Background: an optimization exercise with open tools, aiming at small area. Do not read the settings as production practice.
The RTL was checked by simulation tests, not by an equivalence proof against the original design.
Power is estimated from default activity; no workload was simulated. The clock port is modelled as an ideal driver; clocking choices that lean on that would not hold on a real chip.

Design id_stage, start of the top module:
module id_stage
#(
  parameter logic [31:0] NOP_INS  = MIPS_NOP,
  parameter logic [31:0] RESET_PC = 32'h0000_0000
)(
  input  logic              CLK,
  input  logic              RST,
  input  logic [31:0]       Ins,
  input  logic [31:0]       nextPC,
  input  logic              flush,
  input  logic              ex_memread,
  input  logic [REG_AW-1:0] ex_rt,
  input  logic              wb_we,
  input  logic [REG_AW-1:0] wb_addr,
  input  logic [31:0]       wb_data,
  output logic              stall,
  output logic              id_valid,
  output logic [31:0]       id_pc,
  output logic [5:0]        id_opcode,
  output logic [5:0]        id_funct,
  output logic [REG_AW-1:0] id_rs,
  output logic [REG_AW-1:0] id_rt,
  output logic [REG_AW-1:0] id_rd,
  output logic [31:0]       id_rs_data,
  output logic [31:0]       id_rt_data,
  output logic [31:0]       id_imm,
  output logic [31:0]       id_br_target
);
Size in the first run: roughly 3400 cells after synthesis, about 1100 flip-flops, about 300 I/O pins.
Settings: LEC_CHECK=0, CAP_MARGIN=20, CORE_MARGIN=2, CORE_UTILIZATION=50, SETUP_SLACK_MARGIN=0.2, SLEW_MARGIN=20; clock period 6.0 ns.
standard.sh (not shown) runs the stock make flow with config.mk's settings and CLKGATE_MAP_FILE= SYNTH_SCRIPT=/design/flow/synth_recipe.tcl, a recipe that flattens the netlist after the stock synthesis.
==> flow/flow/run.sh <==
#!/bin/bash
# Standard ORFS layout with two changes: port buffers use the smallest buffer
# cell, and CTS uses large sink clusters without dummy loads.
set -euo pipefail
export BUFFER_PORTS_ARGS="-buffer_cell sky130_fd_sc_hd__buf_1"
export CTS_ARGS="-sink_clustering_enable -repair_clock_nets -dont_use_dummy_load -root_buf sky130_fd_sc_hd__clkbuf_16 -buf_list sky130_fd_sc_hd__clkbuf_8 -sink_clustering_size 14 -sink_clustering_max_diameter 80"
bash standard.sh > standard.log 2>&1
Edit:
==> flow/flow/run.sh (replaced) <==
#!/bin/bash
# Standard ORFS layout with two changes: port buffers use the smallest buffer
# cell, and CTS uses large sink clusters without dummy loads.
set -euo pipefail
export BUFFER_PORTS_ARGS="-buffer_cell sky130_fd_sc_hd__buf_1"
export CTS_ARGS="-sink_clustering_enable -repair_clock_nets -dont_use_dummy_load -root_buf sky130_fd_sc_hd__clkbuf_16 -buf_list sky130_fd_sc_hd__clkbuf_16 -sink_clustering_size 30 -sink_clustering_max_diameter 150"
bash standard.sh > standard.log 2>&1
--- a/flow/config.mk
+++ b/flow/config.mk
@@ -8,5 +8,5 @@
 export CAP_MARGIN = 20
 export CORE_MARGIN = 2
-export CORE_UTILIZATION = 50
-export SETUP_SLACK_MARGIN = 0.2
+export CORE_UTILIZATION = 60
+export SETUP_SLACK_MARGIN = 0.1
 export SLEW_MARGIN = 20
Result: The new run went through all stages and came out clean; cell area is lower by 1.1%; worst setup slack improves by 75 ps; worst hold slack is about the same; routed wire length came out lower by 6.3%; total power drops by 3.1%; final cell count goes down by 5.3%; die area went down by 16%; critical path depth is unchanged.
Edit:
==> flow/flow/run.sh (replaced) <==
#!/bin/bash
# Standard ORFS layout with two changes: port buffers use the smallest buffer
# cell, and CTS uses large sink clusters without dummy loads.
set -euo pipefail
export BUFFER_PORTS_ARGS="-buffer_cell sky130_fd_sc_hd__buf_1"
export CTS_ARGS="-sink_clustering_enable -repair_clock_nets -dont_use_dummy_load -root_buf sky130_fd_sc_hd__clkbuf_16 -buf_list sky130_fd_sc_hd__clkbuf_16 -sink_clustering_size 26 -sink_clustering_max_diameter 120"
bash standard.sh > standard.log 2>&1
After rerunning: The changed run produced a clean layout. Clock power came out higher by about 6%. Count of clock-buffer cells in the layout grows by 5. Final area stays flat. Routed wire length hardly moves. Critical path depth is unchanged. Fmax came out higher by 1.8%. First-iteration DRC count shrinks by 2.3%. Clock skew hardly moves. Via count is lower by about 0.37%. Area after synthesis is unchanged. Utilization goes up by 0.13 points.
Edit:
==> flow/flow/run.sh (replaced) <==
#!/bin/bash
# Standard ORFS layout with two changes: port buffers use the smallest buffer
# cell, and CTS uses large sink clusters without dummy loads.
set -euo pipefail
export BUFFER_PORTS_ARGS="-buffer_cell sky130_fd_sc_hd__buf_1"
export CTS_ARGS="-sink_clustering_enable -repair_clock_nets -dont_use_dummy_load -root_buf sky130_fd_sc_hd__clkbuf_16 -buf_list sky130_fd_sc_hd__clkbuf_16 -sink_clustering_size 24 -sink_clustering_max_diameter 120"
bash standard.sh > standard.log 2>&1
--- a/flow/config.mk
+++ b/flow/config.mk
@@ -6,7 +6,7 @@
 export NUM_CORES = 4
 export LEC_CHECK = 0
-export CAP_MARGIN = 20
+export CAP_MARGIN = 0
 export CORE_MARGIN = 2
-export CORE_UTILIZATION = 60
-export SETUP_SLACK_MARGIN = 0.1
-export SLEW_MARGIN = 20
+export CORE_UTILIZATION = 50
+export SETUP_SLACK_MARGIN = 0.2
+export SLEW_MARGIN = 0
With this change the flow ran to the end with violations: max-capacitance violations, max-slew violations.
Power rises slightly.
Hold slack gets better by 6.9 ps.
Cell count increases by a few percent.
Wire length rises by a few percent.
Setup slack is worse by 180 ps.
Clock power grows by a few percent.
Synthesized cell count stays the same.
Combinational power is about the same.

==> static timing again, ports no longer ideal <==
Ports are ideal in the flow. The routed layouts listed here were re-timed in OpenROAD.
Step 1 sets driving cells, clkbuf_16 on the clock port and buf_2 on the other inputs (assumed; they add their load-dependent delay and slew).
Step 2 moves the port delays by t, midway between the first and last clock arrival at a register: inputs arrive t later, outputs are due t later. That takes back most of the time a late clock gives input paths.
a / b / c = ideal / step 1 / step 2; a / b = the first two.
| run | t (ns) | slack for setup (ns) | latest minus earliest clock arrival (ns) | slew at the worst register clock pin (ns) | worst slew at a driven data input, ns |
|---|---|---|---|---|---|
| the first run | 0.711 | 0.476 / 0.409 / 1.120 | 0.058 / 0.059 | 0.10 / 0.10 | 0.15 |
| the second run | 0.694 | 0.551 / 0.479 / 1.173 | 0.064 / 0.064 | 0.12 / 0.12 | 0.14 |
| the third run | 0.715 | 0.648 / 0.585 / 1.300 | 0.067 / 0.068 | 0.11 / 0.11 | 0.14 |
| the fourth run | 0.736 | 0.467 / 0.391 / 1.127 | 0.076 / 0.075 | 0.11 / 0.11 | 0.15 |
